This design comes from an exercise in tuning for small area on the open sky130 flow, not from production work. RTL that was checked went through simulation tests only; none was proved equivalent to the original. Only the layout flow was run in run 3; the RTL was not checked for function there. Power figures rest on the tool's default switching activity, not on a simulated workload.

$ cat config.mk
export PLATFORM = sky130hd
export DESIGN_NAME = vcSwitch
export DESIGN_NICKNAME = vcSwitch
export VERILOG_FILES = /design/flow/design.v
export SDC_FILE = /design/flow/constraint.sdc
export NUM_CORES = 4
export LEC_CHECK = 0
export CAP_MARGIN = 0
export CORE_MARGIN = 2
export CORE_UTILIZATION = 72
export PLACE_DENSITY = 0.8
export SLEW_MARGIN = 0
export SYNTH_HIERARCHICAL = 1
export SYNTH_MINIMUM_KEEP_SIZE = 0
$ cat constraint.sdc
create_clock -name core_clock -period 5.0 [get_ports {CLK}]
set_input_delay 1.0000 -clock core_clock [delete_from_list [all_inputs] [get_ports {CLK}]]
set_output_delay 1.0000 -clock core_clock [all_outputs]
set_load 0.01 [all_outputs]
$ cat design.v
package flowCtrlPkg;
  localparam int DEST_W = 2;
  localparam int NUM_CH = 1 << DEST_W;
  typedef logic [NUM_CH-1:0] chMask_t;
  typedef enum logic [2:0] {
    stReset,
    stInit,
    stIdle,
    stActive,
    stPause,
    stContinue,
    stError
  } fsmState_e;
endpackage
`timescale 1ns/1ps
module syncFifo #(
  parameter int WORD_W     = 8,
  parameter int DEPTH      = 8,
  parameter int CNT_W      = 4,
  parameter bit GUARD_PUSH = 1'b1,   
  parameter bit GUARD_POP  = 1'b1    
) (
  input  logic              CLK,
  input  logic              arstN,
  input  logic              push,
  input  logic [WORD_W-1:0] pushData,
  input  logic              pop,
  output logic [WORD_W-1:0] popData,
  output logic [CNT_W-1:0]  count,
  output logic              empty,
  output logic              full
);
  logic [DEPTH-1:0][WORD_W-1:0] mem;
  logic [DEPTH-1:0]             sel;
  logic                         doPush;
  logic                         doPop;
  assign empty  = (count == '0);
  assign full   = count[CNT_W-1];
  assign doPush = GUARD_PUSH ? (push && !full) : push;
  assign doPop  = GUARD_POP ? (pop && !empty) : pop;
  always_comb begin
    sel[DEPTH-1] = count[CNT_W-1];
    for (int k = 1; k < DEPTH; k++) begin
      sel[k-1] = (count[CNT_W-2:0] == (CNT_W-1)'(k));
    end
  end
  for (genvar i = 0; i < DEPTH; i++) begin : gEntry
    fifoRow #(.WORD_W(WORD_W)) row_i (
      .CLK(CLK), .load(doPush), .keep(!doPush),
      .d((i == 0) ? pushData : mem[(i == 0) ? 0 : i-1]), .q(mem[i])
    );
  end
  fifoReadMux #(.WORD_W(WORD_W), .DEPTH(DEPTH)) readMux_i (
    .sel(sel), .mem(mem), .data(popData)
  );
  logic up;
  logic down;
  logic [CNT_W-1:0] carry;
  logic [CNT_W-1:0] borrow;
  assign up   = doPush && !doPop;
  assign down = doPop && !doPush;
  always_comb begin
    carry[0]  = 1'b1;
    borrow[0] = 1'b1;
    for (int i = 1; i < CNT_W; i++) begin
      carry[i]  = carry[i-1] && count[i-1];
      borrow[i] = borrow[i-1] && !count[i-1];
    end
  end
  always_ff @(posedge CLK or negedge arstN) begin
    if (!arstN) begin
      count <= '0;
    end else begin
      count <= count ^ (({CNT_W{up}} & carry) | ({CNT_W{down}} & borrow));
    end
  end
endmodule
module fifoRow #(
  parameter int WORD_W = 8
) (
  input  logic              CLK,
  input  logic              load,
  input  logic              keep,
  input  logic [WORD_W-1:0] d,
  output logic [WORD_W-1:0] q
);
  always_ff @(posedge CLK) begin
    q <= ({WORD_W{load}} & d) | ({WORD_W{keep}} & q);
  end
endmodule
module fifoReadMux #(
  parameter int WORD_W = 8,
  parameter int DEPTH  = 8
) (
  input  logic [DEPTH-1:0]             sel,
  input  logic [DEPTH-1:0][WORD_W-1:0] mem,
  output logic [WORD_W-1:0]            data
);
  for (genvar b = 0; b < WORD_W; b++) begin : gBit
    logic lo;
    logic mid;
    aoi222 lo_i (
      .a1(sel[0]), .a2(mem[0][b]), .b1(sel[1]), .b2(mem[1][b]),
      .c1(sel[2]), .c2(mem[2][b]), .y(lo)
    );
    aoi222 mid_i (
      .a1(sel[3]), .a2(mem[3][b]), .b1(sel[4]), .b2(mem[4][b]),
      .c1(sel[5]), .c2(mem[5][b]), .y(mid)
    );
    aoi22Nand hi_i (
      .a1(sel[6]), .a2(mem[6][b]), .b1(sel[7]), .b2(mem[7][b]),
      .p(lo), .q(mid), .y(data[b])
    );
  end
endmodule
module aoi222 (
  input  logic a1,
  input  logic a2,
  input  logic b1,
  input  logic b2,
  input  logic c1,
  input  logic c2,
  output logic y
);
  assign y = !((a1 && a2) || (b1 && b2) || (c1 && c2));
endmodule
module aoi22Nand (
  input  logic a1,
  input  logic a2,
  input  logic b1,
  input  logic b2,
  input  logic p,
  input  logic q,
  output logic y
);
  assign y = !(p && q && !((a1 && a2) || (b1 && b2)));
endmodule
`timescale 1ns/1ps
module flowCtrlFsm #(
  parameter int DEPTH = 8,
  parameter int CNT_W = 4
) (
  input  logic                                      CLK,
  input  logic                                      arstN,
  input  logic                                      init,
  input  flowCtrlPkg::chMask_t                      inEmpty,
  input  flowCtrlPkg::chMask_t                      outFull,
  input  logic [flowCtrlPkg::NUM_CH-1:0][CNT_W-1:0] outCount,
  input  logic [CNT_W-1:0]                          lowThreshIn,
  input  logic [CNT_W-1:0]                          highThreshIn,
  output flowCtrlPkg::chMask_t                      outPaused,
  output logic                                      arbEnable,
  output logic                                      initBusy,
  output logic                                      idle,
  output flowCtrlPkg::chMask_t                      stbPause,
  output flowCtrlPkg::chMask_t                      stbContinue,
  output flowCtrlPkg::chMask_t                      error,
  output flowCtrlPkg::fsmState_e                    state
);
  flowCtrlPkg::fsmState_e nextState;
  flowCtrlPkg::chMask_t   pauseRise;
  flowCtrlPkg::chMask_t   contRise;
  logic [CNT_W-1:0]       lowThresh;
  logic [CNT_W-1:0]       highThresh;
  logic                   eventsOn;
  logic                   runNext;
  assign eventsOn = (state == flowCtrlPkg::stActive) || (state == flowCtrlPkg::stPause) ||
                    (state == flowCtrlPkg::stContinue);
  assign arbEnable = eventsOn || (state == flowCtrlPkg::stIdle);
  assign runNext = (nextState == flowCtrlPkg::stIdle) || (nextState == flowCtrlPkg::stActive) ||
                   (nextState == flowCtrlPkg::stPause) || (nextState == flowCtrlPkg::stContinue);
  assign initBusy = (state == flowCtrlPkg::stInit);
  for (genvar d = 0; d < flowCtrlPkg::NUM_CH; d++) begin : gChan
    chanFlowCtrl #(.CNT_W(CNT_W)) chan_i (
      .CLK(CLK), .arstN(arstN), .eventsOn(eventsOn),
      .count(outCount[d]), .lowThresh(lowThresh), .highThresh(highThresh),
      .full(outFull[d]),
      .pauseRise(pauseRise[d]), .contRise(contRise[d]),
      .paused(outPaused[d]), .stbPause(stbPause[d]), .stbContinue(stbContinue[d]),
      .error(error[d])
    );
  end
  always_comb begin
    nextState = state;
    case (state)
      flowCtrlPkg::stReset: begin
        nextState = flowCtrlPkg::stInit;
      end
      flowCtrlPkg::stInit: begin
        if (!init) begin
          nextState = flowCtrlPkg::stIdle;
        end
      end
      flowCtrlPkg::stIdle: begin
        if (|outFull) begin
          nextState = flowCtrlPkg::stError;
        end else if (!(&inEmpty)) begin
          nextState = flowCtrlPkg::stActive;
        end
      end
      flowCtrlPkg::stActive, flowCtrlPkg::stPause, flowCtrlPkg::stContinue: begin
        if (|outFull) begin
          nextState = flowCtrlPkg::stError;
        end else if (|pauseRise) begin
          nextState = flowCtrlPkg::stPause;
        end else if (|contRise) begin
          nextState = flowCtrlPkg::stContinue;
        end else begin
          nextState = flowCtrlPkg::stActive;
        end
      end
      flowCtrlPkg::stError: begin
        nextState = flowCtrlPkg::stError;
      end
      default: begin
        nextState = flowCtrlPkg::stReset;
      end
    endcase
  end
  always_ff @(posedge CLK) begin
    if (state == flowCtrlPkg::stInit) begin
      lowThresh  <= lowThreshIn;
      highThresh <= (highThreshIn > CNT_W'(DEPTH)) ? CNT_W'(DEPTH) : highThreshIn;
    end
  end
  always_ff @(posedge CLK or negedge arstN) begin
    if (!arstN) begin
      state       <= flowCtrlPkg::stReset;
      idle        <= 1'b0;
    end else begin
      state       <= nextState;
      idle        <= runNext && (&inEmpty);
    end
  end
endmodule
module chanFlowCtrl #(
  parameter int CNT_W = 4
) (
  input  logic             CLK,
  input  logic             arstN,
  input  logic             eventsOn,
  input  logic [CNT_W-1:0] count,
  input  logic [CNT_W-1:0] lowThresh,
  input  logic [CNT_W-1:0] highThresh,
  input  logic             full,
  output logic             pauseRise,
  output logic             contRise,
  output logic             paused,
  output logic             stbPause,
  output logic             stbContinue,
  output logic             error
);
  logic almostFull;
  logic almostEmpty;
  logic afPrev;
  logic aePrev;
  function automatic logic geq(input logic [CNT_W-1:0] a, input logic [CNT_W-1:0] b);
    logic r;
    r = 1'b1;
    for (int i = 0; i < CNT_W; i++) begin
      r = (a[i] & ~b[i]) | ((a[i] | ~b[i]) & r);
    end
    geq = r;
  endfunction
  assign almostFull  = geq(count, highThresh);
  assign almostEmpty = geq(lowThresh, count);
  assign pauseRise = eventsOn && almostFull && !afPrev && !paused;
  assign contRise  = eventsOn && almostEmpty && !aePrev && paused;
  always_ff @(posedge CLK or negedge arstN) begin
    if (!arstN) begin
      paused      <= 1'b0;
      stbPause    <= 1'b0;
      stbContinue <= 1'b0;
      error       <= 1'b0;
    end else begin
      paused      <= (paused && !contRise) || pauseRise;
      stbPause    <= pauseRise;
      stbContinue <= contRise;
      error       <= error || full;
    end
  end
  always_ff @(posedge CLK) begin
    afPrev <= eventsOn && almostFull;
    aePrev <= eventsOn && almostEmpty;
  end
endmodule
`timescale 1ns/1ps
module rrArbiter #(
  parameter int WORD_W = 8
) (
  input  logic                                       CLK,
  input  logic                                       arstN,
  input  logic                                       enable,
  input  flowCtrlPkg::chMask_t                       inEmpty,
  input  logic [flowCtrlPkg::NUM_CH-1:0][WORD_W-1:0] inHead,
  output flowCtrlPkg::chMask_t                       inPop,
  input  flowCtrlPkg::chMask_t                       outBlocked,
  output flowCtrlPkg::chMask_t                       outPush,
  output logic [WORD_W-1:0]                          outWord,
  output flowCtrlPkg::chMask_t                       creditReturn
);
  localparam int NUM_CH = flowCtrlPkg::NUM_CH;
  localparam int IDX_W  = $clog2(NUM_CH);
  localparam int DEST_W = flowCtrlPkg::DEST_W;
  flowCtrlPkg::chMask_t eligible;
  flowCtrlPkg::chMask_t grant;       
  logic [IDX_W-1:0]     lastGrant;
  logic [IDX_W-1:0]     lastGrantN;  
  logic [IDX_W-1:0]     grantIdx;
  logic                 grantedQ;
  logic                 found;
  assign lastGrant = ~lastGrantN;
  for (genvar i = 0; i < NUM_CH; i++) begin : gSrc
    arbEligible #(.DEST_W(DEST_W)) elig_i (
      .enable(enable), .empty(inEmpty[i]),
      .dest(inHead[i][WORD_W-1 -: DEST_W]), .blocked(outBlocked),
      .eligible(eligible[i])
    );
  end
  arbPick pick_i (.eligible(eligible), .last(lastGrant), .grant(grant), .grantIdx(grantIdx));
  assign found = |eligible;
  assign inPop = grant;
  for (genvar b = 0; b < WORD_W; b++) begin : gWord
    andOr4 word_i (
      .s0(grant[0]), .d0(inHead[0][b]), .s1(grant[1]), .d1(inHead[1][b]),
      .s2(grant[2]), .d2(inHead[2][b]), .s3(grant[3]), .d3(inHead[3][b]),
      .y(outWord[b])
    );
  end
  always_comb begin
    for (int d = 0; d < NUM_CH; d++) begin
      outPush[d] = found && (outWord[WORD_W-1 -: DEST_W] == DEST_W'(d));
    end
  end
  always_comb begin
    for (int i = 0; i < NUM_CH; i++) begin
      creditReturn[i] = grantedQ && (lastGrant == IDX_W'(i));
    end
  end
  always_ff @(posedge CLK or negedge arstN) begin
    if (!arstN) begin
      lastGrantN <= '0;
      grantedQ   <= 1'b0;
    end else begin
      grantedQ <= found;
      if (found) begin
        lastGrantN <= ~grantIdx;
      end
    end
  end
endmodule
module arbEligible #(
  parameter int DEST_W = 2
) (
  input  logic                  enable,
  input  logic                  empty,
  input  logic [DEST_W-1:0]     dest,
  input  logic [(1<<DEST_W)-1:0] blocked,
  output logic                  eligible
);
  assign eligible = enable && !empty && !blocked[dest];
endmodule
module arbPick (
  input  logic [3:0] eligible,
  input  logic [1:0] last,
  output logic [3:0] grant,
  output logic [1:0] grantIdx
);
  always_comb begin
    logic [3:0] pick;
    logic       taken;
    grant = '0;
    for (int l = 0; l < 4; l++) begin
      pick  = '0;
      taken = 1'b0;
      for (int k = 1; k <= 4; k++) begin
        pick[(l + k) % 4] = eligible[(l + k) % 4] && !taken;
        taken = taken || eligible[(l + k) % 4];
      end
      if (last == 2'(l)) begin
        grant = pick;
      end
    end
    grantIdx = {grant[3] | grant[2], grant[3] | grant[1]};
  end
endmodule
module andOr4 (
  input  logic s0,
  input  logic d0,
  input  logic s1,
  input  logic d1,
  input  logic s2,
  input  logic d2,
  input  logic s3,
  input  logic d3,
  output logic y
);
  assign y = (s0 && d0) || (s1 && d1) || (s2 && d2) || (s3 && d3);
endmodule
`timescale 1ns/1ps
module vcSwitch #(
  parameter int WORD_W = 8,
  parameter int DEPTH  = 8,
  parameter int CNT_W  = $clog2(DEPTH + 1)
) (
  input  logic                                       CLK,
  input  logic                                       arstN,
  input  logic                                       init,
  input  logic [CNT_W-1:0]                           lowThreshIn,
  input  logic [CNT_W-1:0]                           highThreshIn,
  input  flowCtrlPkg::chMask_t                       inPush,
  input  logic [flowCtrlPkg::NUM_CH-1:0][WORD_W-1:0] inData,
  output flowCtrlPkg::chMask_t                       creditReturn,
  input  flowCtrlPkg::chMask_t                       outPop,
  output logic [flowCtrlPkg::NUM_CH-1:0][WORD_W-1:0] outData,
  output flowCtrlPkg::chMask_t                       outEmpty,
  output logic                                       idle,
  output logic                                       initBusy,
  output flowCtrlPkg::chMask_t                       stbPause,
  output flowCtrlPkg::chMask_t                       stbContinue,
  output flowCtrlPkg::chMask_t                       error,
  output flowCtrlPkg::fsmState_e                     state
);
  localparam int PAY_W = WORD_W - flowCtrlPkg::DEST_W;
  flowCtrlPkg::chMask_t                       inEmpty;
  flowCtrlPkg::chMask_t                       inPop;
  flowCtrlPkg::chMask_t                       outPush;
  logic [flowCtrlPkg::NUM_CH-1:0][WORD_W-1:0] inHead;
  logic [WORD_W-1:0]                          outWord;
  logic [flowCtrlPkg::NUM_CH-1:0][CNT_W-1:0]  outCount;
  logic                                       arbEnable;
  flowCtrlPkg::chMask_t                       outFull;
  flowCtrlPkg::chMask_t                       outPaused;
  for (genvar ch = 0; ch < flowCtrlPkg::NUM_CH; ch++) begin : gChan
    logic [PAY_W-1:0] outPayload;
    syncFifo #(.WORD_W(WORD_W), .DEPTH(DEPTH), .CNT_W(CNT_W),
               .GUARD_PUSH(1'b1), .GUARD_POP(1'b0)) inFifo_i (
      .CLK(CLK), .arstN(arstN),
      .push(inPush[ch]), .pushData(inData[ch]),
      .pop(inPop[ch]), .popData(inHead[ch]),
      .count(), .empty(inEmpty[ch]), .full()
    );
    syncFifo #(.WORD_W(PAY_W), .DEPTH(DEPTH), .CNT_W(CNT_W),
               .GUARD_PUSH(1'b0), .GUARD_POP(1'b1)) outFifo_i (
      .CLK(CLK), .arstN(arstN),
      .push(outPush[ch]), .pushData(outWord[PAY_W-1:0]),
      .pop(outPop[ch]), .popData(outPayload),
      .count(outCount[ch]), .empty(outEmpty[ch]), .full(outFull[ch])
    );
    assign outData[ch] = {flowCtrlPkg::DEST_W'(ch), outPayload};
  end
  rrArbiter #(.WORD_W(WORD_W)) rrArbiter_i (
    .CLK(CLK), .arstN(arstN),
    .enable(arbEnable),
    .inEmpty(inEmpty), .inHead(inHead), .inPop(inPop),
    .outBlocked(outPaused | outFull),
    .outPush(outPush), .outWord(outWord),
    .creditReturn(creditReturn)
  );
  flowCtrlFsm #(.DEPTH(DEPTH), .CNT_W(CNT_W)) flowCtrlFsm_i (
    .CLK(CLK), .arstN(arstN),
    .init(init), .inEmpty(inEmpty),
    .outFull(outFull), .outCount(outCount),
    .lowThreshIn(lowThreshIn), .highThreshIn(highThreshIn),
    .outPaused(outPaused),
    .arbEnable(arbEnable), .initBusy(initBusy), .idle(idle),
    .stbPause(stbPause), .stbContinue(stbContinue),
    .error(error), .state(state)
  );
endmodule
$ cat flow/run.sh
#!/bin/bash
# The standard layout, with these changes to what the tools are told:
#  - after the standard synthesis, combinational cells go to their smallest
#    drive strength (flow/downsize.py); the standard timing repair sizes the
#    critical ones back up
#  - the floorplan step removes synthesis's buffers instead of repairing
#    timing there, where it only has wire-load estimates and upsizes gates
#    that the later, placement-based repairs do not need upsized
#  - port buffers are the smallest buffer cell instead of the tool's pick
#  - CTS inserts no dummy loads, and clusters sinks under large leaf buffers
set -euo pipefail
export REMOVE_ABC_BUFFERS=1
export BUFFER_PORTS_ARGS="-buffer_cell sky130_fd_sc_hd__buf_1"
export CTS_ARGS="-sink_clustering_enable -repair_clock_nets -dont_use_dummy_load -buf_list sky130_fd_sc_hd__clkbuf_16 -sink_clustering_size 30 -sink_clustering_max_diameter 80"
bash standard.sh synth > synth.log 2>&1
results=orfs/results/${FLOW_PLATFORM}/vcSwitch/base
lib=${FLOW_HOME}/platforms/${FLOW_PLATFORM}/lib/sky130_fd_sc_hd__tt_025C_1v80.lib
dont_use=$(sed -n '/DONT_USE_CELLS/,/^#/p' ${FLOW_HOME}/platforms/${FLOW_PLATFORM}/config.mk | grep -o 'sky130_fd_sc_hd__[a-z0-9_]*' || true)
cp ${results}/1_2_yosys.v synth_netlist.v
python3 flow/downsize.py ${results}/1_2_yosys.v ${lib} ${dont_use} > downsize.log 2>&1
bash standard.sh > standard.log 2>&1
$ cat flow/downsize.py
"""Set every combinational cell of the synthesized netlist to its smallest
drive strength with the same pins, where that cell is smaller.

Synthesis sizes cells for a delay target it cannot meet, so it upsizes gates
that are not critical in the layout. The layout flow's timing repair sizes
the cells on critical paths back up. Flip-flops are left as synthesis made
them.

usage: downsize.py NETLIST LIBERTY DONT_USE...  (rewrites NETLIST in place)
"""
import re
import sys

netlist, liberty = sys.argv[1], sys.argv[2]
dont_use = set(sys.argv[3:])

area = {}
pins = {}
cell = None
for line in open(liberty):
    m = re.match(r'\s*cell\s*\(\s*"?([\w]+)"?\s*\)', line)
    if m:
        cell = m.group(1)
        pins[cell] = set()
        continue
    if cell is None:
        continue
    m = re.match(r'\s*area\s*:\s*([\d.]+)', line)
    if m:
        area[cell] = float(m.group(1))
    m = re.match(r'\s*pin\s*\(\s*"?([\w]+)"?\s*\)', line)
    if m:
        pins[cell].add(m.group(1))

SEQ = re.compile(r'sky130_fd_sc_hd__(df|edf|sdf|sedf|dl|lpflow|clk|conb|tap|fill|decap|diode)')


def smallest(cell):
    if SEQ.match(cell):
        return cell
    m = re.match(r'(sky130_fd_sc_hd__\w+?)_(\d+)$', cell)
    if not m:
        return cell
    best = cell
    for cand in area:
        mm = re.match(r'(sky130_fd_sc_hd__\w+?)_(\d+)$', cand)
        if not mm or mm.group(1) != m.group(1) or cand in dont_use:
            continue
        if pins.get(cand) != pins.get(cell):
            continue
        if area[cand] < area[best] - 1e-9:
            best = cand
    return best


text = open(netlist).read()
changed = {}


def swap(m):
    c = m.group(1)
    n = smallest(c)
    if n != c:
        changed[(c, n)] = changed.get((c, n), 0) + 1
    return n + m.group(2)


text = re.sub(r'\b(sky130_fd_sc_hd__\w+)(\s+\S+\s*\()', swap, text)
open(netlist, 'w').write(text)
saved = 0.0
for (c, n), k in sorted(changed.items()):
    saved += k * (area[c] - area[n])
    print(f'{k:4d} {c} -> {n}')
print(f'area saved: {saved:.1f}')
$ cat standard.sh
#!/bin/bash
# synth_recipe.tcl (not shown) runs the flow's synth.tcl, then flattens the netlist and writes it again
# the make line also repeats each setting of config.mk as NAME=value (left out here)
make -C /OpenROAD-flow-scripts/flow DESIGN_CONFIG=/design/flow/config.mk WORK_HOME=/design/flow/orfs CLKGATE_MAP_FILE= SYNTH_SCRIPT=/design/flow/synth_recipe.tcl "${@:-finish}"
==> impl_metrics.json, run 1 <==
{
  "result_of_the_run": "complete, no violations",
  "maxClockFrequency_ghz": 0.210,
  "clock_pin_slew_on_the_worst_setup_and_hold_paths_ns": 0.11,
  "via_count": 15080,
  "finalWeightedCongestion": 0.912,
  "ant_nets": 0,
  "design_area_sq_um": 20900,
  "largest_net_degree_at_the_start_of_global_routing": 66,
  "port_buffers": 99,
  "cts_root_buf": "clkbuf_16",
  "wire_length_of_the_first_global_routing_pass_mm": 72.0,
  "max_cap_viol_count": 0,
  "cts_tree": "yes",
  "setup_violations": 0,
  "critical_path.endpoint_type": "register",
  "worstReg2RegStart": "gChan[1].inFifo_i.count[1]$_DFF_PN0_",
  "core_area_sq_um": 26800,
  "cp_slowest_stage_delay_ns": 0.52,
  "grt-ovfl-total": 0,
  "ant_diodes": 0,
  "layout.nets": 1845,
  "cts.sinks": 519,
  "groute.usage.overall": 0.309,
  "clock_latency_ns": 0.57,
  "finalHoldViolations": 0,
  "via_per_inst": 7.12,
  "rows": 60,
  "area.growth.synth_to_final_pct": 7.13,
  "power-per-cell-area_nw_per_um2": 578,
  "switching_power_total_mw": 4.31,
  "arrival_ns": 5.17,
  "drtPass1Iterations": 9,
  "number_of_global_route_vias_before_repair": 13761,
  "peak_supply_drop_mv": 0.395,
  "total_power_mw": 12.1,
  "worst-r2r-setup-slack_ns": 0.23,
  "wirelength_mm": 45.3,
  "die_h_um": 169,
  "critical_path_peak_fanout": 10,
  "crit-reg2reg-capture": "gChan[0].outFifo_i.count[3]$_DFF_PN0_",
  "post_route_cells_drive_above_1_share": 0.0557,
  "cts.path.max_buffers": 3,
  "drtIter0Drc": 2092,
  "placed_cells_incl_taps": 2095,
  "min_period_ns": 4.77,
  "worstSetupStartpointType": "register",
  "initial_utilization": 0.728,
  "placedInstanceArea_sq_um": 20300,
  "initial_antenna_violation_count": 0,
  "period_utilization_post_route": 0.954,
  "cts-buffers-inserted": 21,
  "timing.hold.worst.start": "gChan[2].inFifo_i.gEntry[4].row_i.q[2]$_DFF_P_",
  "worst_clock_skew_ns": 0.0544,
  "dp_hpwl_mm": 29.3,
  "worst_slew_margin_rel": 0.216,
  "drc": 0,
  "critical_path.slowest_cell": "nor2_1",
  "syn_avg_cell_area_sq_um": 11.5,
  "hold_path_depth": 1,
  "clock_power_share": 0.161,
  "worst_setup_path_type": "reg2reg",
  "timing.critical_path.required_ns": 5.40,
  "p_leak_nw": 8.25,
  "pin_count": 108,
  "power.combinational.fraction": 0.296,
  "die_width_um": 169,
  "cp_cell_sequence": "or2_0, nor2_1, a222oi_1, nand3_1, mux4_2, nor3b_1, buf_4, a21oi_1, o221a_2, a22oi_1, nand2_1, nor3_4, inv_1, ha_1, nor3b_1, a2bb2oi_1, xnor2_1",
  "pwr-share-seq": 0.543,
  "cell_internal_pwr_mw": 7.77,
  "cell_count_after_synthesis": 1702,
  "ff2ff_path_depth": 17,
  "syn-cell-area_sq_um": 19500,
  "switching_share_of_total_power": 0.357,
  "routed_wire_length_per_instance_um": 21.4,
  "final-instance-count-excl-fill": 2117,
  "drv_slew": 0,
  "hold_class": "reg2reg",
  "fp.dieArea_sq_um": 28400,
  "cts.hold.buffers_added": 0,
  "synth.yosys.warnings": 14,
  "worst_slew_pin_slew_ns": 1.14,
  "worst_path_most_repeated_cell": "nor3b_1",
  "htree_levels": 1,
  "timing.hold.worst_endpoint": "gChan[2].inFifo_i.gEntry[5].row_i.q[2]$_DFF_P_"
}
==> state kept, by name, summed over array words and instances, names as in the netlist, 16 cells and up <==
name                            count
gChan.inFifo_i.gEntry.row_i.q     256
gChan.outFifo_i.gEntry.row_i.q    192
gChan.inFifo_i.count               16
gChan.outFifo_i.count              16
==> through the flow <==
step	setup TNS, ns	setup WS [ns]	utilization	hold slack [ns]
floorplan	-525.75	-3.72	-	0.405
global placement	0	0.344	0.759	0.424
detailed placement	0	0.102	0.759	0.441
CTS	0	0.141	0.779	0.455
global route	-0.00582	-0.00582	0.780	0.471
finish	0	0.229	0.780	0.459
==> cells in the final DEF (no fill, tap or decap), drive strengths merged, types with 16 or more instances in the layout <==
master  instances
nand3          63
nor2           29
a22o          449
nor3           18
nor2b          25
a222oi        112
nor3b          42
nand2          43
dfxtp         456
buf           147
xnor2          20
nand2b         23
a22oi          72
a21oi          17
ha             16
inv            41
clkbuf         21
dfrtp          55
==> per-layer routing <==
| layer | up-vias | global-route usage | part of all wire |
|---|---|---|---|
| met3 | 79 | 0.0421 | 0.070 |
| met4 | 0 | 0.0896 | 0.028 |
| li1 | 6944 | - | - |
| met1 | 7487 | 0.448 | 0.45 |
| met2 | 570 | 0.488 | 0.46 |
| met5 | - | 0 | 0 |
==> repair_timing <==
item / in CTS / in global routing
setup endpoints to repair: 1 / 7
pin swaps: 0 / 1
buffers inserted: 0 / 1
gates resized for setup: 1 / 7
==> how the worst max path moves through the flow <==
| stage | startpoint | to | slack (ns) | cells past startpoint |
|---|---|---|---|---|
| floorplan | gChan[3].inFifo_i.count[0]$_DFF_PN0_ | gChan[1].outFifo_i.count[2]$_DFF_PN0_ | -3.72 | 16 |
| global placement | gChan[3].inFifo_i.count[1]$_DFF_PN0_ | gChan[1].outFifo_i.count[2]$_DFF_PN0_ | 0.34 | 18 |
| detailed placement | gChan[3].inFifo_i.count[1]$_DFF_PN0_ | gChan[1].outFifo_i.count[2]$_DFF_PN0_ | 0.10 | 18 |
| CTS | gChan[1].inFifo_i.count[0]$_DFF_PN0_ | gChan[1].outFifo_i.count[2]$_DFF_PN0_ | 0.14 | 16 |
| global route | gChan[3].inFifo_i.count[1]$_DFF_PN0_ | gChan[0].outFifo_i.count[2]$_DFF_PN0_ | -0.006 | 18 |
| finish | gChan[1].inFifo_i.count[1]$_DFF_PN0_ | gChan[0].outFifo_i.count[3]$_DFF_PN0_ | 0.23 | 17 |
==> power by group through the flow <==
stage          sequential [mW]  clock, mW  combinational [mW]
2_1_floorplan             6.33          0                2.52
3_3_place_gp              6.53          0                3.38
3_5_place_dp              6.59          0                3.50
4_1_cts                   6.52       1.98                3.52
5_1_grt                   6.72       2.12                3.87
6_report                  6.56       1.94                3.58
==> worst max-delay path, delay by kind of cell (launching register included) <==
family	cells	cell delay [ns]
mux	1	0.52
simple gates	7	1.90
flops	1	0.50
buf+inv	2	0.29
xor+xnor	1	0.10
compound gates	5	1.10
fa+ha+maj	1	0.22
==> layout make-up <==
type	count	area, sq um
Tap cell	341	427
Clock buffer	21	526
Multi-Input combinational cell	1046	8310
Sequential cell	519	10700
Inverter	43	161
Fill cell	1825	5890
Timing Repair Buffer	147	733
==> run 2: changes to the inputs <==
--- a/flow/run.sh
+++ b/flow/run.sh
@@ -5,5 +5,2 @@
 #    critical ones back up
-#  - the floorplan step removes synthesis's buffers instead of repairing
-#    timing there, where it only has wire-load estimates and upsizes gates
-#    that the later, placement-based repairs do not need upsized
 #  - port buffers are the smallest buffer cell instead of the tool's pick
@@ -11,5 +8,4 @@
 set -euo pipefail
-export REMOVE_ABC_BUFFERS=1
 export BUFFER_PORTS_ARGS="-buffer_cell sky130_fd_sc_hd__buf_1"
-export CTS_ARGS="-sink_clustering_enable -repair_clock_nets -dont_use_dummy_load -buf_list sky130_fd_sc_hd__clkbuf_16 -sink_clustering_size 30 -sink_clustering_max_diameter 80"
+export CTS_ARGS="-sink_clustering_enable -repair_clock_nets -dont_use_dummy_load -buf_list sky130_fd_sc_hd__clkbuf_16 -sink_clustering_size 36 -sink_clustering_max_diameter 70"
 bash standard.sh synth > synth.log 2>&1
==> run 2 against run 1 <==
Still clean. Register-to-register slack about the same. Combinational power increased by 1%. Sequential cell count stayed put. Synthesized cell count stayed put. Synthesized area unchanged. Critical path type unchanged.
==> impl_metrics.json, run 2 <==
{
  "clock_pin_slew_on_the_worst_setup_and_hold_paths_ns": 0.10,
  "area.growth.synth_to_final_pct": 8.14,
  "biggest_registers_after_layout": "gChan.inFifo_i.gEntry.row_i.q (256), gChan.outFifo_i.gEntry.row_i.q (192)",
  "finalHoldViolations": 0,
  "cts_root_buf": "clkbuf_16",
  "largest_net_degree_at_the_start_of_global_routing": 67,
  "max_cap_viol_count": 0,
  "layout.cells.most_common_list": "456 x dfxtp_1, 449 x a22o_1, 112 x a222oi_1, 98 x buf_1, 70 x a22oi_1",
  "fp.dieArea_sq_um": 28400,
  "power-per-cell-area_nw_per_um2": 581,
  "worst_slew_margin_rel": 0.225,
  "worst_setup_path_type": "reg2reg",
  "port_buffers": 99,
  "ant_diodes": 0,
  "arrival_ns": 5.22,
  "drc": 0,
  "p_leak_nw": 8.22,
  "via_count": 14953,
  "hold_class": "reg2reg",
  "cell_count_after_synthesis": 1702,
  "critical_path.slowest_cell": "dfrtp_1",
  "cts-buffers-inserted": 24,
  "fin_ws_ns": 0.238,
  "cts.hold.buffers_added": 0,
  "max_flop_register": "gChan.inFifo_i.gEntry.row_i.q",
  "critical_path.endpoint_type": "register",
  "wire_length_of_the_first_global_routing_pass_mm": 71.6,
  "worstSetupStartpointType": "register",
  "final_common_cell": "dfxtp_1",
  "core_area_sq_um": 26800,
  "routed_wire_length_per_instance_um": 21.4,
  "rows": 60,
  "htree_levels": 1,
  "maxClockFrequency_ghz": 0.210,
  "area_used_by_multi_input_combinational_logic_sq_um": 8570,
  "met2_usage": 0.471,
  "grt-ovfl-total": 0,
  "layout.nets": 1828,
  "number_of_global_route_vias_before_repair": 13695,
  "result_of_the_run": "complete, no violations",
  "finalHoldWorstSlack_ns": 0.438,
  "initial_antenna_violation_count": 0,
  "worst_path_dominant_cell_family": "simple AND/OR/NAND/NOR gates",
  "worst_clock_skew_ns": 0.0837,
  "final-instance-count-excl-fill": 2100,
  "critical_path_peak_fanout": 10,
  "worst_path_most_repeated_cell": "nor3b_4",
  "num-fill-cells": 1793,
  "post_route_cells_drive_above_1_share": 0.0699,
  "die_h_um": 169,
  "die_width_um": 169,
  "busiest_layer": "met2",
  "placed_cells_incl_taps": 2072,
  "rsz0062_at_grt": "no",
  "dp_hpwl_mm": 29.1,
  "via_per_inst": 7.12,
  "drtPass1Iterations": 7,
  "period_utilization_post_route": 0.952,
  "initial_utilization": 0.728,
  "clock_latency_ns": 0.58,
  "timing.critical_path.required_ns": 5.46,
  "syn_avg_cell_area_sq_um": 11.5,
  "setup_violations": 0,
  "finalWeightedCongestion": 0.857,
  "ant_nets": 0,
  "path_buf_inv": 2,
  "globalRouteMet1Util": 0.450,
  "layout.core_utilization": 0.787,
  "layout.area.seq_sq_um": 10700,
  "synth.yosys.warnings": 14,
  "worst_slew_pin_slew_ns": 1.13,
  "cp_cell_sequence": "inv_1, nor3b_4, a222oi_1, nand3_1, mux4_2, nor3b_4, a21oi_1, o221a_2, a22oi_2, nand2_2, nor3b_4, clkinvlp_4, ha_4, nor3b_1, a31oi_1, xnor2_1",
  "cts_tree": "yes",
  "pin_count": 108,
  "place_worst_setup_slack_ns": 0.360,
  "wirelength_mm": 45.0,
  "syn-cell-area_sq_um": 19500,
  "min_period_ns": 4.76,
  "groute.usage.overall": 0.306,
  "cts.sinks": 519,
  "peak_supply_drop_mv": 0.553,
  "cp_slowest_stage_delay_ns": 0.56,
  "cts.path.max_buffers": 3,
  "drtIter0Drc": 2213,
  "grt_use_met3": 0.0416,
  "drv_slew": 0,
  "largest_register_ffs": 256
}
==> run 2: changes by cell type in the layout (fill, tap and decap cells not counted), sizes merged <==
| cell | previous run | this run |
|---|---|---|
| buf | 147 | 127 |
| inv | 41 | 36 |
| clkbuf | 21 | 24 |
| clkinvlp | 0 | 3 |
| clkinv | 2 | 4 |
==> run 2: routing by layer <==
metal	wire (um)	share of wire
met5	0	0
met4	1390	0.031
met3	2990	0.067
met2	20400	0.45
met1	20200	0.45
==> run 2: what timing repair did <==
action / CTS / global route
setup endpoints to repair: 0 / 5
buffers inserted: 0 / 4
gates resized for setup: 0 / 7
==> run 2: cell type report <==
cell class              instances  share of cell area
flip-flops and latches        519               0.509
multi-input cells            1046               0.406
clock buffers                  24              0.0285
repair buffers                127              0.0276
well taps                     341              0.0202
inverters                      43             0.00818
==> run 2: report_power, final <==
group / switching [mW] / total [mW] / leakage, nW / internal, mW
clock: 1.19 / 2.05 / 0.296 / 0.860
sequential: 1.22 / 6.59 / 4.46 / 5.37
combinational: 1.97 / 3.62 / 3.47 / 1.65
total: 4.37 / 12.3 / 8.22 / 7.88
==> run 2: worst paths after layout <==
kind,cells after the start,slack [ns],from,endpoint
hold reg to reg,1,0.44,flowCtrlFsm_i.gChan[1].chan_i.aePrev$_DFF_P_,flowCtrlFsm_i.gChan[1].chan_i.stbContinue$_DFF_PN0_
min in group asynchronous,2,0.59,arstN,gChan[3].outFifo_i.count[2]$_DFF_PN0_
setup / recovery,16,0.24,gChan[1].inFifo_i.count[0]$_DFF_PN0_,gChan[1].outFifo_i.count[2]$_DFF_PN0_
hold / removal,1,0.44,flowCtrlFsm_i.gChan[1].chan_i.aePrev$_DFF_P_,flowCtrlFsm_i.gChan[1].chan_i.stbContinue$_DFF_PN0_
max in group asynchronous,2,3.77,arstN,gChan[3].inFifo_i.count[0]$_DFF_PN0_
setup reg to reg,16,0.24,gChan[1].inFifo_i.count[0]$_DFF_PN0_,gChan[1].outFifo_i.count[2]$_DFF_PN0_
==> run 2: per-stage QoR <==
stage	area, sq um	setup TNS (ns)	power [mW]
after floorplan	19900	-52.96	9.11
after global placement	20500	0	10.0
after detailed placement	20500	0	10.2
after CTS	21100	0	12.2
after global routing	21100	0	12.9
final	21100	0	12.3
==> run 3: changes to the inputs <==
--- a/design.v
+++ b/design.v
@@ -20,3 +20,4 @@
   parameter bit GUARD_PUSH = 1'b1,   
-  parameter bit GUARD_POP  = 1'b1    
+  parameter bit GUARD_POP  = 1'b1,   
+  parameter bit JOHNSON    = 1'b0    
 ) (
@@ -36,10 +37,69 @@
   logic                         doPop;
-  assign empty  = (count == '0);
-  assign full   = count[CNT_W-1];
-  assign doPush = GUARD_PUSH ? (push && !full) : push;
-  assign doPop  = GUARD_POP ? (pop && !empty) : pop;
-  always_comb begin
-    sel[DEPTH-1] = count[CNT_W-1];
-    for (int k = 1; k < DEPTH; k++) begin
-      sel[k-1] = (count[CNT_W-2:0] == (CNT_W-1)'(k));
+  if (JOHNSON) begin : gJohnson
+    localparam int J_W = DEPTH / 2 + 1;
+    logic [J_W-1:0] john;
+    logic [DEPTH:0] level;
+    logic           up;
+    logic           down;
+    always_comb begin
+      for (int k = 0; k <= DEPTH; k++) begin
+        if (k == 0) begin
+          level[k] = !john[J_W-1] && !john[0];
+        end else if (k < J_W) begin
+          level[k] = john[k-1] && !john[k];
+        end else if (k == J_W) begin
+          level[k] = john[J_W-1] && john[0];
+        end else begin
+          level[k] = !john[k-J_W-1] && john[k-J_W];
+        end
+      end
+    end
+    assign empty  = level[0];
+    assign full   = level[DEPTH];
+    assign sel    = level[DEPTH:1];
+    assign count  = '0;
+    assign doPush = GUARD_PUSH ? (push && !full) : push;
+    assign doPop  = GUARD_POP ? (pop && !empty) : pop;
+    assign up     = doPush && !doPop;
+    assign down   = doPop && !doPush;
+    always_ff @(posedge CLK or negedge arstN) begin
+      if (!arstN) begin
+        john <= '0;
+      end else if (up) begin
+        john <= {john[J_W-2:0], !john[J_W-1]};
+      end else if (down) begin
+        john <= {!john[0], john[J_W-1:1]};
+      end
+    end
+  end else begin : gBinary
+    assign empty  = (count == '0);
+    assign full   = count[CNT_W-1];
+    assign doPush = GUARD_PUSH ? (push && !full) : push;
+    assign doPop  = GUARD_POP ? (pop && !empty) : pop;
+    always_comb begin
+      sel[DEPTH-1] = count[CNT_W-1];
+      for (int k = 1; k < DEPTH; k++) begin
+        sel[k-1] = (count[CNT_W-2:0] == (CNT_W-1)'(k));
+      end
+    end
+    logic up;
+    logic down;
+    logic [CNT_W-1:0] carry;
+    logic [CNT_W-1:0] borrow;
+    assign up   = doPush && !doPop;
+    assign down = doPop && !doPush;
+    always_comb begin
+      carry[0]  = 1'b1;
+      borrow[0] = 1'b1;
+      for (int i = 1; i < CNT_W; i++) begin
+        carry[i]  = carry[i-1] && count[i-1];
+        borrow[i] = borrow[i-1] && !count[i-1];
+      end
+    end
+    always_ff @(posedge CLK or negedge arstN) begin
+      if (!arstN) begin
+        count <= '0;
+      end else begin
+        count <= count ^ (({CNT_W{up}} & carry) | ({CNT_W{down}} & borrow));
+      end
     end
@@ -55,23 +115,2 @@
   );
-  logic up;
-  logic down;
-  logic [CNT_W-1:0] carry;
-  logic [CNT_W-1:0] borrow;
-  assign up   = doPush && !doPop;
-  assign down = doPop && !doPush;
-  always_comb begin
-    carry[0]  = 1'b1;
-    borrow[0] = 1'b1;
-    for (int i = 1; i < CNT_W; i++) begin
-      carry[i]  = carry[i-1] && count[i-1];
-      borrow[i] = borrow[i-1] && !count[i-1];
-    end
-  end
-  always_ff @(posedge CLK or negedge arstN) begin
-    if (!arstN) begin
-      count <= '0;
-    end else begin
-      count <= count ^ (({CNT_W{up}} & carry) | ({CNT_W{down}} & borrow));
-    end
-  end
 endmodule
@@ -436,3 +475,3 @@
     syncFifo #(.WORD_W(WORD_W), .DEPTH(DEPTH), .CNT_W(CNT_W),
-               .GUARD_PUSH(1'b1), .GUARD_POP(1'b0)) inFifo_i (
+               .GUARD_PUSH(1'b1), .GUARD_POP(1'b0), .JOHNSON(1'b1)) inFifo_i (
       .CLK(CLK), .arstN(arstN),
--- a/flow/run.sh
+++ b/flow/run.sh
@@ -9,3 +9,3 @@
 export BUFFER_PORTS_ARGS="-buffer_cell sky130_fd_sc_hd__buf_1"
-export CTS_ARGS="-sink_clustering_enable -repair_clock_nets -dont_use_dummy_load -buf_list sky130_fd_sc_hd__clkbuf_16 -sink_clustering_size 36 -sink_clustering_max_diameter 70"
+export CTS_ARGS="-sink_clustering_enable -repair_clock_nets -dont_use_dummy_load -buf_list sky130_fd_sc_hd__clkbuf_16 -sink_clustering_size 30 -sink_clustering_max_diameter 80"
 bash standard.sh synth > synth.log 2>&1
==> run 3 against run 2 <==
Still clean. Via count is 0.95% higher. Combinational power rose by 2%. Sequential cell count grew 4. Sequential power down 1%. Die area increased by 1.3%. Cell area hardly changed. Critical path type unchanged. Largest cell class unchanged.
==> impl_metrics.json, run 3 <==
{
  "result_of_the_run": "complete, no violations",
  "drtPass1Iterations": 7,
  "place_worst_setup_slack_ns": 0.218,
  "die_width_um": 170,
  "worst_slew_margin_rel": 0.230,
  "drtIter0Drc": 2163,
  "initial_utilization": 0.734,
  "setup_violations": 0,
  "maxClockFrequency_ghz": 0.210,
  "period_utilization_post_route": 0.955,
  "p_leak_nw": 8.27,
  "ant_nets": 0,
  "pin_count": 108,
  "clock_pin_slew_on_the_worst_setup_and_hold_paths_ns": 0.10,
  "cts_tree": "yes",
  "worst_setup_path_type": "reg2reg",
  "critical_path.slowest_cell": "mux4_2",
  "port_buffers": 99,
  "number_of_global_route_vias_before_repair": 13758,
  "worst_path_dominant_cell_family": "simple AND/OR/NAND/NOR gates",
  "power-per-cell-area_nw_per_um2": 575,
  "die_h_um": 170,
  "final_common_cell": "dfxtp_1",
  "cts_root_buf": "clkbuf_16",
  "core_area_sq_um": 27000,
  "dp_hpwl_mm": 29.7,
  "fp.dieArea_sq_um": 28800,
  "syn-cell-area_sq_um": 19800,
  "post_route_cells_drive_above_1_share": 0.0580,
  "path_buf_inv": 1,
  "wirelength_mm": 45.3,
  "synth.yosys.warnings": 14,
  "htree_levels": 1,
  "max_cap_viol_count": 0,
  "design_area_sq_um": 21100,
  "layout.cells.most_common_list": "456 x dfxtp_1, 448 x a22o_1, 112 x a222oi_1, 98 x buf_1, 71 x a22oi_1",
  "cp_cell_sequence": "and2_0, a222oi_1, nand3_1, mux4_2, nor3b_4, nor2b_4, o21ai_0, and3_2, a22oi_1, nand2_1, and3_2, buf_4, ha_1, nand2_1, a2bb2oi_1, xnor2_1",
  "arrival_ns": 5.23,
  "peak_supply_drop_mv": 0.436,
  "worst_clock_skew_ns": 0.0419,
  "drc": 0,
  "fin_ws_ns": 0.227,
  "worst_slew_pin_slew_ns": 1.15,
  "layout.nets": 1845,
  "groute.usage.overall": 0.307,
  "area.growth.synth_to_final_pct": 6.75,
  "syn_avg_cell_area_sq_um": 11.5,
  "critical_path.endpoint_type": "register",
  "rows": 60,
  "wire_length_of_the_first_global_routing_pass_mm": 72.7,
  "biggest_registers_after_layout": "gChan.inFifo_i.gEntry.row_i.q (256), gChan.outFifo_i.gEntry.row_i.q (192), gChan.inFifo_i.gJohnson.john (20)",
  "initial_antenna_violation_count": 0,
  "timing.critical_path.required_ns": 5.46,
  "largest_register_ffs": 256,
  "worstSetupStartpointType": "register",
  "drv_slew": 0,
  "max_flop_register": "gChan.inFifo_i.gEntry.row_i.q",
  "cts.path.max_buffers": 3,
  "cp_slowest_stage_delay_ns": 0.51,
  "clock_latency_ns": 0.56,
  "finalHoldViolations": 0,
  "rsz0062_at_grt": "no",
  "largest_net_degree_at_the_start_of_global_routing": 67,
  "grt-ovfl-total": 0,
  "cts.sinks": 523,
  "placedInstanceArea_sq_um": 20500,
  "cts-buffers-inserted": 21,
  "min_period_ns": 4.77,
  "finalWeightedCongestion": 0.881,
  "hold_class": "reg2reg",
  "cell_count_after_synthesis": 1725,
  "routed_wire_length_per_instance_um": 21.4,
  "critical_path_peak_fanout": 49,
  "ant_diodes": 0,
  "via_count": 15095,
  "number_of_buffers_inserted_to_repair_setup_after_cts": 0,
  "via_per_inst": 7.13
}
==> run 3: cell count changes in the layout (fill, tap and decap cells not counted), moves of 8 or more <==
cell / delta
nor2b_2: +18
nor2b_1: +14
mux2i_1: +13
o21ai_1: +13
xor2_1: -12
nor2_2: -9
nor3b_4: -8
==> run 3: final timing paths <==
path	from	cells past startpoint	slack [ns]	end
max	gChan[3].inFifo_i.gJohnson.john[0]$_DFFE_PN0P_	16	0.23	gChan[3].outFifo_i.count[3]$_DFF_PN0_
min in group asynchronous	arstN	2	0.62	flowCtrlFsm_i.gChan[2].chan_i.error$_DFF_PN0_
max in group asynchronous	arstN	2	3.78	gChan[3].outFifo_i.count[1]$_DFF_PN0_
min	flowCtrlFsm_i.gChan[3].chan_i.aePrev$_DFF_P_	1	0.45	flowCtrlFsm_i.gChan[3].chan_i.stbContinue$_DFF_PN0_
min reg2reg	flowCtrlFsm_i.gChan[3].chan_i.aePrev$_DFF_P_	1	0.45	flowCtrlFsm_i.gChan[3].chan_i.stbContinue$_DFF_PN0_
max reg2reg	gChan[3].inFifo_i.gJohnson.john[0]$_DFFE_PN0P_	16	0.23	gChan[3].outFifo_i.count[3]$_DFF_PN0_
==> run 3: per-layer routing <==
layer / vias up / GRT usage / wire length [um]
met5: - / 0 / 0
met4: 0 / 0.0762 / 1090
met3: 68 / 0.0396 / 3130
met2: 534 / 0.479 / 20800
met1: 7493 / 0.458 / 20200
li1: 7000 / - / -
==> run 3: cell type report <==
cell class,count,area (sq um)
flip-flops and latches,523,10800
multi-input cells,1074,8640
fillers,1809,5830
repair buffers,120,531
clock buffers,21,526
well taps,341,427
inverters,38,146
==> run 3: worst reg2reg max path, stage by stage, from the launching register on <==
cell and delay, ns:
dfrtp_1 0.47, and2_0 0.36, a222oi_1 0.33, nand3_1 0.23, mux4_2 0.52, nor3b_4 0.32, nor2b_4 0.23, o21ai_0 0.10
and3_2 0.32, a22oi_1 0.25, nand2_1 0.23, and3_2 0.27, buf_4 0.27, ha_1 0.32, nand2_1 0.08, a2bb2oi_1 0.22
xnor2_1 0.14
==> run 3: power breakdown <==
part / internal [mW] / leakage, nW / switching, mW
registers: 5.38 / 4.52 / 1.13
logic: 1.65 / 3.48 / 2.02
clock network: 0.760 / 0.259 / 1.19
==> run 3: stage by stage <==
step	power, mW	hold slack, ns	cells	utilization	setup TNS [ns]
final	12.1	0.450	2117	0.784	0
after global routing	12.8	0.475	2117	0.784	0
after CTS	12.0	0.451	2117	0.781	0
after detailed placement	10.1	0.436	2096	0.762	0
after global placement	9.98	0.419	2096	0.762	0
after floorplan	9.02	0.405	1731	-	-30.19
==> run 3: what timing repair did <==
action / in CTS / in global routing
endpoints found under the setup margin: 0 / 40
resized for setup: 0 / 19
hold buffers: 0 / 0

re-timing with driven ports:
The flow's constraints put no driver on any port. The routed layouts listed below were extracted and timed again, unchanged, in two steps.
Step 1 (the two cells are an assumption about what drives the block):
set clk [get_ports {CLK}]
set_driving_cell -lib_cell sky130_fd_sc_hd__clkbuf_16 $clk
set_driving_cell -lib_cell sky130_fd_sc_hd__buf_2 [delete_from_list [all_inputs] $clk]
Step 2 also shifts input and output timing later by t, the mid clock arrival at the registers, as if the neighbouring blocks saw the same clock.
Slacks: ideal / step 1 / step 2; pairs: ideal / step 1.
run | t, ns | setup slack, ns | clock arrival spread, ns
run 1 | 0.593 | 0.229 / 0.229 / 0.229 | 0.057 / 0.057
run 2 | 0.592 | 0.238 / 0.238 / 0.238 | 0.084 / 0.084
run 3 | 0.592 | 0.227 / 0.227 / 0.227 | 0.043 / 0.044
After both steps every run listed still meets setup and hold.
